From an optimization exercise on the open Yosys and OpenROAD flow, aimed at small area, a short achievable clock period and few clock cycles; shortcuts taken in it are not production practice. Function was checked by simulation only, so behaviour that the tests miss may differ from the original. Power is estimated from default activity; no workload was simulated.

Setup of old:
Design tagctrl_top, start of the top module:
module tagctrl_top #(
  parameter int unsigned RdDepth = 4,    
  parameter int unsigned DqDepth = 10    
) (
  input  logic                          clk_i,
  input  logic                          reset_i,
  input  logic                          req_valid_i,
  input  logic [31:0]                   req_addr_i,
  input  logic                          req_write_i,
  input  logic [63:0]                   req_wdata_i,
  input  logic                          req_tag_i,
  output logic                          req_ready_o,
  output logic                          rsp_valid_o,
  output logic [63:0]                   rsp_rdata_o,
  output logic                          rsp_tag_o,
  output logic                          rsp_write_o,
  output logic                          rsp_err_o,
  input  logic                          rsp_ready_i,
  output logic                          mem_req_valid_o,
  output logic [28:0]                   mem_req_addr_o,
  output logic                          mem_req_write_o,
  output logic [63:0]                   mem_req_wdata_o,
  input  logic                          mem_req_ready_i,
  input  logic                          mem_rsp_valid_i,
  input  logic [63:0]                   mem_rsp_rdata_i
);
  ...
export LEC_CHECK = 0
export ABC_AREA = 1
export CAP_MARGIN = 40
export CORE_MARGIN = 2
export CORE_UTILIZATION = 70
export CTS_CLUSTER_DIAMETER = 100
export CTS_CLUSTER_SIZE = 24
export PLACE_DENSITY = 0.72
export SETUP_SLACK_MARGIN = 3.0
export SLEW_MARGIN = 40
export TNS_END_PERCENT = 10
create_clock -name core_clock -period 5.0 [get_ports {clk_i}]
standard.sh (not shown) runs the stock make flow with config.mk's settings and CLKGATE_MAP_FILE= SYNTH_SCRIPT=/design/flow/synth_recipe.tcl, a recipe that flattens the netlist after the stock synthesis.
==> flow/flow/run.sh <==
#!/bin/bash
# The standard layout (the standard.sh, standard synthesis included) with two
# make settings changed:
#  - delay cells are added to the don't-use list, so the port buffers and timing
#    repair use ordinary buffers instead of slow delay buffers;
#  - timing repair may swap a cell for one of another footprint.
# Everything else (floorplan, power grid, tap cells, placement, CTS, routing) is
# the standard flow. The make output goes to flow_make.log in the work folder.
set -euo pipefail
PLATFORM_DONT_USE="sky130_fd_sc_hd__probe_p_8 sky130_fd_sc_hd__probec_p_8 sky130_fd_sc_hd__lpflow_bleeder_1 sky130_fd_sc_hd__lpflow_clkbufkapwr_1 sky130_fd_sc_hd__lpflow_clkbufkapwr_16 sky130_fd_sc_hd__lpflow_clkbufkapwr_2 sky130_fd_sc_hd__lpflow_clkbufkapwr_4 sky130_fd_sc_hd__lpflow_clkbufkapwr_8 sky130_fd_sc_hd__lpflow_clkinvkapwr_1 sky130_fd_sc_hd__lpflow_clkinvkapwr_16 sky130_fd_sc_hd__lpflow_clkinvkapwr_2 sky130_fd_sc_hd__lpflow_clkinvkapwr_4 sky130_fd_sc_hd__lpflow_clkinvkapwr_8 sky130_fd_sc_hd__lpflow_decapkapwr_12 sky130_fd_sc_hd__lpflow_decapkapwr_3 sky130_fd_sc_hd__lpflow_decapkapwr_4 sky130_fd_sc_hd__lpflow_decapkapwr_6 sky130_fd_sc_hd__lpflow_decapkapwr_8 sky130_fd_sc_hd__lpflow_inputiso0n_1 sky130_fd_sc_hd__lpflow_inputiso0p_1 sky130_fd_sc_hd__lpflow_inputiso1n_1 sky130_fd_sc_hd__lpflow_inputiso1p_1 sky130_fd_sc_hd__lpflow_inputisolatch_1 sky130_fd_sc_hd__lpflow_isobufsrc_1 sky130_fd_sc_hd__lpflow_isobufsrc_16 sky130_fd_sc_hd__lpflow_isobufsrc_2 sky130_fd_sc_hd__lpflow_isobufsrc_4 sky130_fd_sc_hd__lpflow_isobufsrc_8 sky130_fd_sc_hd__lpflow_isobufsrckapwr_16 sky130_fd_sc_hd__lpflow_lsbuf_lh_hl_isowell_tap_1 sky130_fd_sc_hd__lpflow_lsbuf_lh_hl_isowell_tap_2 sky130_fd_sc_hd__lpflow_lsbuf_lh_hl_isowell_tap_4 sky130_fd_sc_hd__lpflow_lsbuf_lh_isowell_4 sky130_fd_sc_hd__lpflow_lsbuf_lh_isowell_tap_1 sky130_fd_sc_hd__lpflow_lsbuf_lh_isowell_tap_2 sky130_fd_sc_hd__lpflow_lsbuf_lh_isowell_tap_4"
DELAY_CELLS="sky130_fd_sc_hd__clkdlybuf4s15_1 sky130_fd_sc_hd__clkdlybuf4s15_2 sky130_fd_sc_hd__clkdlybuf4s18_1 sky130_fd_sc_hd__clkdlybuf4s18_2 sky130_fd_sc_hd__clkdlybuf4s25_1 sky130_fd_sc_hd__clkdlybuf4s25_2 sky130_fd_sc_hd__clkdlybuf4s50_1 sky130_fd_sc_hd__clkdlybuf4s50_2 sky130_fd_sc_hd__dlygate4sd1_1 sky130_fd_sc_hd__dlygate4sd2_1 sky130_fd_sc_hd__dlygate4sd3_1 sky130_fd_sc_hd__dlymetal6s2s_1 sky130_fd_sc_hd__dlymetal6s4s_1 sky130_fd_sc_hd__dlymetal6s6s_1"
bash standard.sh "DONT_USE_CELLS=$PLATFORM_DONT_USE $DELAY_CELLS" MATCH_CELL_FOOTPRINT=0 finish > flow_make.log 2>&1
old finished every step from synthesis to the final layout, and the layout passed the timing, design-rule and antenna checks.
Testbench counts of old, summed over its fixed seeds: cycles 15,692.
[inputs] new vs old
# old
export LEC_CHECK = 0
export ABC_AREA = 1
export CAP_MARGIN = 40
export CORE_MARGIN = 2
export CORE_UTILIZATION = 70
export CTS_CLUSTER_DIAMETER = 100
export CTS_CLUSTER_SIZE = 24
export PLACE_DENSITY = 0.72
export SETUP_SLACK_MARGIN = 3.0
export SLEW_MARGIN = 40
export TNS_END_PERCENT = 10
create_clock -name core_clock -period 5.0 [get_ports {clk_i}]
# new
export LEC_CHECK = 0
export CAP_MARGIN = 40
export CORE_MARGIN = 2
export CORE_UTILIZATION = 70
export CTS_CLUSTER_DIAMETER = 100
export CTS_CLUSTER_SIZE = 24
export PLACE_DENSITY = 0.72
export SETUP_SLACK_MARGIN = 3.0
export SLEW_MARGIN = 40
export TNS_END_PERCENT = 10
create_clock -name core_clock -period 5.0 [get_ports {clk_i}]
Notes after the runs:
Run comparison: old worst setup path startpoint ov_q; new worst setup path startpoint h_w
Chip width on new is up relative to old.
From old to new the numbers moved as follows: share of power burned in combinational logic -5.5 points; routed wire length +about 6.5%.
On clock buffer instance count of the final layout: new sits below old.
Summary of new over old: worst setup slack shows a reduction of 0.0063 ns, net switching component of the power decreased 930 uW, peak ir drop on the vdd network now larger, half-perimeter wire length of the detailed placement result shows an increase of 4700 um, area occupied by multi-input gates shows an increase of about 9%.
Relative to old, area added between synthesis and finish has gone up in new.

========
Setup of run A:
tagctrl_top, a different RTL version from the one above (not shown whole).
Size in the first run: ~330 I/O pins, about 0.035 sq mm of cells after synthesis.
clock: 5.0 ns
lec_check: 0
cap_margin: 20
core_margin: 2
core_utilization: 55
cts_cluster_diameter: 100
cts_cluster_size: 24
setup_slack_margin: 2.9
slew_margin: 20
tns_end_percent: 5
Scripts as last shown in full above: flow/flow/run.sh
Run A | stages: all done | timing, DRC, antenna: all pass
Testbench counts of run A, summed over its fixed seeds: cycles 15,847.
Relative to run A, the following input files were edited for run B:
Settings: changing SETUP_SLACK_MARGIN from 2.9 to 3.0; changing CAP_MARGIN from 20 to 40; changing TNS_END_PERCENT from 5 to 10; changing SLEW_MARGIN from 20 to 40.
==> run notes <==
- Of the two values seen for last element of the critical path, h_rhi[0]$_DFFE_PN_ was produced by run B and fv_q[1]$_SDFF_PP0_ by run A.
- Run A was carried through to the last stage, and its layout satisfied the timing, design-rule and antenna checks.
- Per the final summary, run B finished and its layout is clean on timing, DRC and antenna.
- Worst relative slew slack: run B vs run A up 24 points
- Compared with run A, run B is the more power-hungry design.
- Initial antenna violation count is higher on run B
- Source of the critical timing path = qw_q[0]$_DFFE_PP_: run A; source of the critical timing path = sv_q$_SDFF_PP0_: run B
- Run B against run A: area taken by flip-flops and latches has remained practically unchanged; register-to-register slack has increased.
- Looking at maximum single-stage delay on the critical path, run B sits above run A.
- Measured against each other, run A and run B differ in minimum setup slack after placement, the higher figure coming from run B.
- Of run A and run B, run A shows the higher arrival time of data at the critical path endpoint, with run B below it.

========
Another version of the RTL of tagctrl_top (not shown whole).
For scale: ~3500 cells after synthesis, roughly 840 flip-flops, ~330 I/O pins, about 33000 µm² of cells after synthesis.
clock: 5.0 ns
lec_check: 0
abc_area: 1
cap_margin: 40
core_margin: 2
core_utilization: 70
cts_cluster_diameter: 100
cts_cluster_size: 30
place_density: 0.72
setup_slack_margin: 3.0
slew_margin: 40
tns_end_percent: 10
Scripts as last shown in full above: flow/flow/run.sh
The baseline completed without violations.
Testbench counts at the start, summed over its fixed seeds: cycles 15,692.
Next try:
CTS_CLUSTER_SIZE = 24   (was 30)
Outcome: Register-to-register slack is better by 0.06 ns; routed wire length grows slightly; setup slack improves by 0.037 ns; worst hold slack hardly moves; via count goes up slightly; power climbs by a few percent; clock-buffer cell count goes up by 9; area after synthesis does not change; critical path depth stays the same; sequential power stays flat.

==> what the ideal ports hide <==
Ports are ideal in the flow. The routed layouts listed here were re-timed in OpenROAD.
Step 1: set_driving_cell puts a clkbuf_16 on clk_i and a buf_2 on each other input, an assumption about the parent block.
Step 2, shift: input delay + t, output delay - t, t = (earliest + latest rising clock arrival at the registers) / 2. This alone moves slack from input paths to output paths.
a / b / c = ideal / step 1 / step 2; a / b = the first two.
| run | shift t [ns] | setup slack, ns | worst hold slack (ns) | clock arrival spread, ns | worst register clock-pin slew, ns |
|---|---|---|---|---|---|
| old | 0.661 | 2.867 / 2.804 / 2.336 | 0.424 / 0.424 / 0.424 | 0.034 / 0.034 | 0.10 / 0.10 |
| new | 0.670 | 2.860 / 2.797 / 2.250 | 0.451 / 0.451 / 0.451 | 0.040 / 0.041 | 0.10 / 0.10 |
| run A | 0.680 | 2.755 / 2.733 / 2.115 | 0.453 / 0.453 / 0.453 | 0.023 / 0.023 | 0.10 / 0.10 |
| run B | 0.678 | 2.813 / 2.770 / 2.254 | 0.459 / 0.459 / 0.459 | 0.023 / 0.023 | 0.10 / 0.10 |
| the first run of note 3 | 0.639 | 2.807 / 2.747 / 2.378 | 0.471 / 0.471 / 0.471 | 0.060 / 0.060 | 0.12 / 0.12 |
| the second run of note 3 | 0.655 | 2.844 / 2.784 / 2.317 | 0.470 / 0.470 / 0.470 | 0.047 / 0.047 | 0.10 / 0.10 |
After both steps every run listed still meets setup and hold. For run A, which loses most, drivers alone change the setup slack by -0.022 ns; drivers and shift together by -0.640 ns.
